From an optimization exercise on the open Yosys and OpenROAD flow, aimed at small area; shortcuts taken in it are not production practice. Only the layout flow was run in this run; the RTL was not checked for function there. Power is estimated from default activity; no workload was simulated.

==> flow/design.v <==
`timescale 1ns/1ps
module fetch_aligner (
        input  logic        clk,
        input  logic        rst_n_i,
        input  logic        fetch_valid_i,
        input  logic [31:0] fetch_rdata_i,
        input  logic        if_valid_i,
        input  logic        branch_i,
        input  logic [31:0] branch_addr_i,
        output logic        ready_o,
        output logic        instr_valid_o,
        output logic [31:0] instr_o,
        output logic [31:0] pc_o
);
        localparam logic [1:0] ALIGNED           = 2'd0;
        localparam logic [1:0] MISALIGNED32      = 2'd1;
        localparam logic [1:0] MISALIGNED16      = 2'd2;
        localparam logic [1:0] BRANCH_MISALIGNED = 2'd3;
        logic [1:0]  state_q, state_d;
        logic [31:0] pc_q;
        logic [30:0] pc_inc;
        logic [15:0] held_q;
        logic [15:0] lo_h, hi_h;
        logic        lo_c, hi_c;
        logic        st_a, st_m32, st_m16, st_bm;
        logic        take, inc2, inc4, hold;
        assign lo_h = fetch_rdata_i[15:0];
        assign hi_h = fetch_rdata_i[31:16];
        assign lo_c = lo_h[1:0] != 2'b11;
        assign hi_c = hi_h[1:0] != 2'b11;
        assign st_a   = state_q == ALIGNED;
        assign st_m32 = state_q == MISALIGNED32;
        assign st_m16 = state_q == MISALIGNED16;
        assign st_bm  = state_q == BRANCH_MISALIGNED;
        assign ready_o       = ~st_m16;
        assign instr_valid_o = ~branch_i & (st_m16 | (fetch_valid_i & (~st_bm | hi_c)));
        assign take          = instr_valid_o & if_valid_i;
        assign instr_o[15:0]  = st_a ? lo_h : (st_bm ? hi_h : held_q);
        assign instr_o[31:16] = st_m32 ? lo_h : ((st_a & ~lo_c) ? hi_h : 16'h0000);
        assign pc_o           = pc_q;
        assign inc2 = take & ((st_a & lo_c) | st_m16 | st_bm);
        assign inc4 = take & ((st_a & ~lo_c) | st_m32);
        assign pc_inc = pc_q[31:1] + {29'd0, inc4, inc2};
        always_comb begin
                state_d = state_q;
                if (branch_i) begin
                        state_d = branch_addr_i[1] ? BRANCH_MISALIGNED : ALIGNED;
                end else if (take) begin
                        if ((st_a & lo_c) | st_m32) begin
                                state_d = hi_c ? MISALIGNED16 : MISALIGNED32;
                        end else if (st_m16 | st_bm) begin
                                state_d = ALIGNED;
                        end
                end else if (st_bm & fetch_valid_i & ~hi_c) begin
                        state_d = MISALIGNED32;
                end
        end
        assign hold = (st_m32 | st_m16) & ~take;
        always_ff @(posedge clk) begin
                if (!rst_n_i) begin
                        state_q <= ALIGNED;
                        pc_q    <= '0;
                end else begin
                        state_q <= state_d;
                        pc_q    <= branch_i ? branch_addr_i : {pc_inc, pc_q[0]};
                end
        end
        always_ff @(posedge clk) begin
                if (!hold) held_q <= hi_h;
        end
endmodule
`timescale 1ns/1ps
module breakage_monitor #(
        parameter int unsigned INCREMENT       = 3,
        parameter int unsigned DECREMENT       = 1,
        parameter int unsigned BREAK_THRESHOLD = 9,
        parameter int unsigned COUNT_W         = 5
) (
        input  logic clk,
        input  logic rst_n_i,
        input  logic err_detected_i,
        input  logic set_broken_i,
        output logic is_broken_o
);
        localparam logic [3:0] BROKEN = 4'hf;
        localparam logic [3:0] THR    = 4'(BREAK_THRESHOLD);
        logic [3:0] s_q, s_d;
        logic [4:0] sum;
        assign sum         = {1'b0, s_q} + 5'(INCREMENT);
        assign is_broken_o = s_q[3] & s_q[2];
        always_comb begin
                if (is_broken_o | set_broken_i | (s_q >= THR)) begin
                        s_d = BROKEN;
                end else if (err_detected_i) begin
                        s_d = (sum >= 5'(THR)) ? THR : sum[3:0];
                end else if (s_q == 4'd0) begin
                        s_d = 4'd0;
                end else begin
                        s_d = s_q - 4'(DECREMENT);
                end
        end
        always_ff @(posedge clk) begin
                if (!rst_n_i) begin
                        s_q <= '0;
                end else begin
                        s_q <= s_d;
                end
        end
endmodule
`timescale 1ns/1ps
module tmr_voter #(
        parameter int unsigned W = 66
) (
        input  logic [3*W-1:0] vote_i,
        input  logic [2:0]     broken_i,
        output logic [W-1:0]   voted_o,
        output logic [2:0]     block_err_o,
        output logic           err_detected_o,
        output logic           err_corrected_o
);
        logic [W-1:0] v0, v1, v2;
        logic [W-1:0] maj;
        logic [2:0]   odd;
        logic         none, one;
        logic [2:0]   pair;
        assign v0 = vote_i[0*W +: W];
        assign v1 = vote_i[1*W +: W];
        assign v2 = vote_i[2*W +: W];
        assign maj = (v0 & v1) | (v1 & v2) | (v0 & v2);
        assign odd[0] = |(v0 ^ maj);
        assign odd[1] = |(v1 ^ maj);
        assign odd[2] = |(v2 ^ maj);
        assign none = broken_i == 3'b000;
        assign one  = (broken_i == 3'b001) | (broken_i == 3'b010) | (broken_i == 3'b100);
        assign pair = {odd[0] | odd[1], odd[0] | odd[2], odd[1] | odd[2]} & broken_i;
        always_comb begin
                if (none)            voted_o = maj;
                else if (!broken_i[0]) voted_o = v0;
                else if (!broken_i[1]) voted_o = v1;
                else if (!broken_i[2]) voted_o = v2;
                else                 voted_o = v0;
        end
        assign err_corrected_o = none & (|odd);
        assign err_detected_o  = err_corrected_o | (one & (|pair));
        assign block_err_o     = none ? odd : ((one & (|pair)) ? ~broken_i : 3'b000);
endmodule
`timescale 1ns/1ps
module aligner_tmr #(
        parameter int unsigned INCREMENT       = 3,
        parameter int unsigned DECREMENT       = 1,
        parameter int unsigned BREAK_THRESHOLD = 9,
        parameter int unsigned COUNT_W         = 5
) (
        input  logic        clk,
        input  logic        rst_n_i,
        input  logic [2:0]  fetch_valid_i,
        input  logic [95:0] fetch_rdata_i,
        input  logic [2:0]  if_valid_i,
        input  logic [2:0]  branch_i,
        input  logic [95:0] branch_addr_i,
        input  logic [2:0]  set_broken_i,
        output logic        ready_o,
        output logic        instr_valid_o,
        output logic [31:0] instr_o,
        output logic [31:0] pc_o,
        output logic [2:0]  is_broken_o,
        output logic        err_detected_o,
        output logic        err_corrected_o
);
        localparam int unsigned W = 66;
        logic [3*W-1:0] rep_out;
        logic [2:0]     block_err;
        for (genvar g = 0; g < 3; g++) begin : g_replica
                fetch_aligner i_aligner (
                        .clk           (clk),
                        .rst_n_i       (rst_n_i),
                        .fetch_valid_i (fetch_valid_i[g]),
                        .fetch_rdata_i (fetch_rdata_i[g*32 +: 32]),
                        .if_valid_i    (if_valid_i[g]),
                        .branch_i      (branch_i[g]),
                        .branch_addr_i (branch_addr_i[g*32 +: 32]),
                        .ready_o       (rep_out[g*W + 65]),
                        .instr_valid_o (rep_out[g*W + 64]),
                        .instr_o       (rep_out[g*W + 32 +: 32]),
                        .pc_o          (rep_out[g*W +: 32])
                );
                breakage_monitor #(
                        .INCREMENT       (INCREMENT),
                        .DECREMENT       (DECREMENT),
                        .BREAK_THRESHOLD (BREAK_THRESHOLD),
                        .COUNT_W         (COUNT_W)
                ) i_monitor (
                        .clk            (clk),
                        .rst_n_i        (rst_n_i),
                        .err_detected_i (block_err[g]),
                        .set_broken_i   (set_broken_i[g]),
                        .is_broken_o    (is_broken_o[g])
                );
        end
        tmr_voter #(.W(W)) i_voter (
                .vote_i          (rep_out),
                .broken_i        (is_broken_o),
                .voted_o         ({ready_o, instr_valid_o, instr_o, pc_o}),
                .block_err_o     (block_err),
                .err_detected_o  (err_detected_o),
                .err_corrected_o (err_corrected_o)
        );
endmodule
==> flow/flow/run.sh <==
#!/bin/bash
# Standard layout, with the port buffers made from the smallest buffer cell
set -e
export BUFFER_PORTS_ARGS="-buffer_cell sky130_fd_sc_hd__buf_1"
bash standard.sh > standard.log 2>&1
==> flow/standard.sh <==
#!/bin/bash
# synth_recipe.tcl (not shown) runs the flow's synth.tcl, then flattens the netlist and writes it again
# the make line also repeats each setting of config.mk as NAME=value (left out here)
make -C /OpenROAD-flow-scripts/flow DESIGN_CONFIG=/design/flow/config.mk WORK_HOME=/design/flow/orfs CLKGATE_MAP_FILE= SYNTH_SCRIPT=/design/flow/synth_recipe.tcl "${@:-finish}"
==> flow/config.mk <==
export PLATFORM = sky130hd
export DESIGN_NAME = aligner_tmr
export DESIGN_NICKNAME = aligner_tmr
export VERILOG_FILES = /design/flow/design.v
export SDC_FILE = /design/flow/constraint.sdc
export NUM_CORES = 4
export LEC_CHECK = 0
export CAP_MARGIN = 20
export CORE_MARGIN = 2
export CORE_UTILIZATION = 40
export SLEW_MARGIN = 20
==> flow/constraint.sdc <==
create_clock -name core_clock -period 8.0 [get_ports {clk}]
set_input_delay 1.6000 -clock core_clock [delete_from_list [all_inputs] [get_ports {clk}]]
set_output_delay 1.6000 -clock core_clock [all_outputs]
set_load 0.01 [all_outputs]
==> flow_summary.toml <==
[place]
detailed_place_hpwl_mm = 53.4
port_buffers = 276
place_ws_ps = 1450
gp_congestion = 0.988

[synthesis]
synth_common_cells = "235 x nand2_1, 226 x nor2_1, 183 x a21oi_1, 160 x clkbuf_1, 141 x o21ai_0"
postSynth.asyncResetShare_pct = 0
ys_seq_area_share_pct = 22.6
yosysTopAreaCell = "dfxtp_1"
syn_inst = 2269
ys_ff_latch = 162
synth.area.top_cells = "dfxtp_1 14%, edfxtp_1 8.8%, a21oi_1 5.6%"
yosysTopAreaCellShare_pct = 13.9
synth_nets = 2505
yosysMostFrequentCell = "nand2_1"
synth_area_mm2 = 0.0164
yosys_warnings = 3
synth_edf_count = 48
synth.distinct_cells = 90
synth_ff_type = "dfxtp_1"
syn_avg_cell_area_um2 = 7.25

[pwr]
intPower_w = 0.00174
power.density_mw_per_mm2 = 166
cellLeakagePower_nw = 6.27
clkPwrFrac_pct = 27.6
power_switching_w = 0.00125
p_seq_share_pct = 34.6
swShare_pct = 41.8
vdd_ir_drop_max_mv = 0.175
comb_power_share_pct = 37.8

[critical_path]
critical-path-max-stage-delay_ps = 790
cp_slowest_cell = "ha_1"
crit_family = "simple AND/OR/NAND/NOR gates"
crit-reg2reg-launch = "g_replica[0].i_aligner.state_q[1]$_SDFFE_PN0P_"
timing.rr.end = "g_replica[0].i_aligner.pc_q[26]$_SDFF_PN0_"
crit_chain = "ha_1 -> buf_4 -> mux2_1 -> mux2i_1 -> o21ai_0 -> a211oi_1 -> nand4_1 -> nor4b_1 -> nand4_2 -> nor2_1 -> o21a_1 -> o32ai_1 -> buf_1"
ff2ff_setup_slack_ps = 2310
setup.worst_path.class = "flop to output pin"
path_max_fanout = 15
cp.arrival_ps = 5130
cp-end-kind = "output pin"
crit_buf_inv = 2
start_kind = "flop"
r2r.worst_path.cells = 18
required_ps = 6400

[clock_network]
ctsLongestPathBuffers = 2
cts_resized = 0
cts_tree = "built"
clock_latency_ps = 500
clk_pin_slew_ps = 70
cts_root_buffer = "clkbuf_16"
post_cts_buffers = 0
htreeDepth = 4
clkSinkCount = 162
numCtsBuffers = 17
cts.hold.buffers_added = 0

[drt]
first_pass_iters = 9
num_vias = 18700
drtAntennaViolNets = 0
finalWirelength_mm = 71.0
drc_errors = 0
via_per_inst = 6.38
wl_per_cell_um = 24.2
drtIter0Drc = 2253

[sta]
fin_hold_ws_ps = 506
skew_ps = 15.5
hold_viol = 0
tightest_slew_ps = 1040
relSlewSlack_pct = 29.6
slew_violations = 0
fmax_mhz = 149
rsz0062_at_grt = "no"
post-route-min-period_ps = 6730
fin_setup_tns_ps = 0
setup_viol_count_final = 0
fin_crit_sh_pct = 84.1
final.setup.worst_slack_ps = 1270

[run_status]
status = "complete, no violations"

[global_routing]
grt_pass1_wl_mm = 104
grtUsageTotal_pct = 32.8
grt_remaining_overflow = 0
grt_pass1_vias = 16500
antenna_found_initial = 1
grt_max_degree = 82

[hold_path]
min_to = "g_replica[0].i_aligner.state_q[0]$_SDFFE_PN0P_"
hp-start = "g_replica[0].i_aligner.state_q[0]$_SDFFE_PN0P_"
min_path_type = "flop to flop"
whs_path_depth = 2

[final_layout]
fin_util_pct = 44.3
nets = 2624
syn2layout_area_growth_pct = 9.66
drive_gt1_share_pct = 5.66

[floorplan]
core_area_mm2 = 0.0407
dieArea_mm2 = 0.0428
pin_count = 277
dieWidth_um = 207
fp.dieH_um = 207
initial_utilization_pct = 40.4
row_count = 74

[run]
drv_cap = 0
## tightest hold or removal path: cells and delay by family (launching register included)
kind / cells / cell delay [ps]
compound gates: 1 / 50
flops: 1 / 340
simple gates: 1 / 60
## per-layer routing
layer  global-route usage, %  part of all wire, %  wire length, um
met1                    48.5                   44            31600
met2                    47.0                   42            29600
met3                    6.45                   11             7690
met4                    11.1                  3.0             2130
met5                   0.115                    0                0
## layout by cell type (no fill, tap or decap), drive strengths merged, types with 43 or more instances in the layout
| master | Yosys | routed |
|---|---|---|
| xor2 | 43 | 43 |
| a211oi | 48 | 48 |
| nor3 | 89 | 89 |
| nand2 | 236 | 236 |
| o21ai | 164 | 164 |
| mux2i | 73 | 73 |
| buf | 46 | 309 |
| nor2 | 226 | 226 |
| inv | 45 | 47 |
| dfxtp | 114 | 114 |
| nand3 | 83 | 83 |
| edfxtp | 48 | 48 |
| a21oi | 184 | 184 |
## kinds of logic after synthesis
| logic type | Yosys count | share of synthesized area [%] |
|---|---|---|
| buffers and inverters | 255 | 6.71 |
| multiplexers | 90 | 6.04 |
| flip-flops | 162 | 22.6 |
| adder cells (fa/ha/maj) | 30 | 2.42 |
| AND/OR/NAND/NOR | 984 | 30.9 |
| AO/OA/AOI/OAI | 672 | 27.2 |
| XOR/XNOR | 76 | 4.05 |
## flip-flops by register name (all words and copies together) (netlist names)
signal	count
g_replica.i_monitor.s_q	12
g_replica.i_aligner.pc_q	96
g_replica.i_aligner.state_q	6
g_replica.i_aligner.held_q	48
## through the flow
step / area [um2] / total power [W] / std cells
6_report: 18000 / 0.00299 / 2934
5_1_grt: 18000 / 0.00312 / 2933
4_1_cts: 18000 / 0.00297 / 2933
3_5_place_dp: 17500 / 0.00214 / 2901
3_3_place_gp: 17500 / 0.00213 / 2901
2_1_floorplan: 16400 / 0.00175 / 2269
## worst max-delay path by stage
stage / slack (ps) / end / start / cells past startpoint
2_1_floorplan: 2600 / err_detected_o / fetch_rdata_i[65] / 13
3_3_place_gp: 1460 / err_detected_o / fetch_rdata_i[65] / 11
3_5_place_dp: 1450 / err_detected_o / fetch_rdata_i[65] / 11
4_1_cts: 1370 / err_detected_o / g_replica[1].i_aligner.state_q[0]$_SDFFE_PN0P_ / 13
5_1_grt: 1130 / err_detected_o / fetch_rdata_i[65] / 11
6_report: 1270 / err_detected_o / g_replica[1].i_aligner.state_q[0]$_SDFFE_PN0P_ / 13
## final cells by class
type                    instances  area, um2
flip-flops and latches        162       3720
inverters                      45        170
fillers                      4294      22700
clock inverters                11       76.3
well taps                     532        666
repair buffers                310       1290
multi-input cells            1852      11600
clock buffers                  21        472
diodes                          1       2.50
## power by group through the flow
| stage | combinational [W] | clock [W] | sequential [W] |
|---|---|---|---|
| floorplan | 0.000792 | 0 | 0.000963 |
| global placement | 0.00109 | 0 | 0.00104 |
| detailed placement | 0.00110 | 0 | 0.00105 |
| CTS | 0.00110 | 0.000844 | 0.00103 |
| global route | 0.00121 | 0.000870 | 0.00105 |
| finish | 0.00113 | 0.000824 | 0.00103 |

[port drivers added, routing unchanged]
The flow's constraints put no driver on any port. The routed layout listed below was extracted and timed again, unchanged, in two steps. Step 1 sets driving cells, clkbuf_16 on the clock port and buf_2 on the other inputs (assumed; they add their load-dependent delay and slew). Step 2 moves the port delays by t, midway between the first and last clock arrival at a register: inputs arrive t later, outputs are due t later. That takes back most of the time a late clock gives input paths. Three values: no drivers, after step 1, after step 2; two values: the first two.
shift t [ns]: 0.545
slack for setup (ns): 1.272 / 1.216 / 1.317
worst data-port slew with drivers (ns): 0.07
After both steps this run still meets setup and hold. For this run, drivers alone change the setup slack by -0.056 ns; drivers and shift together by +0.045 ns.
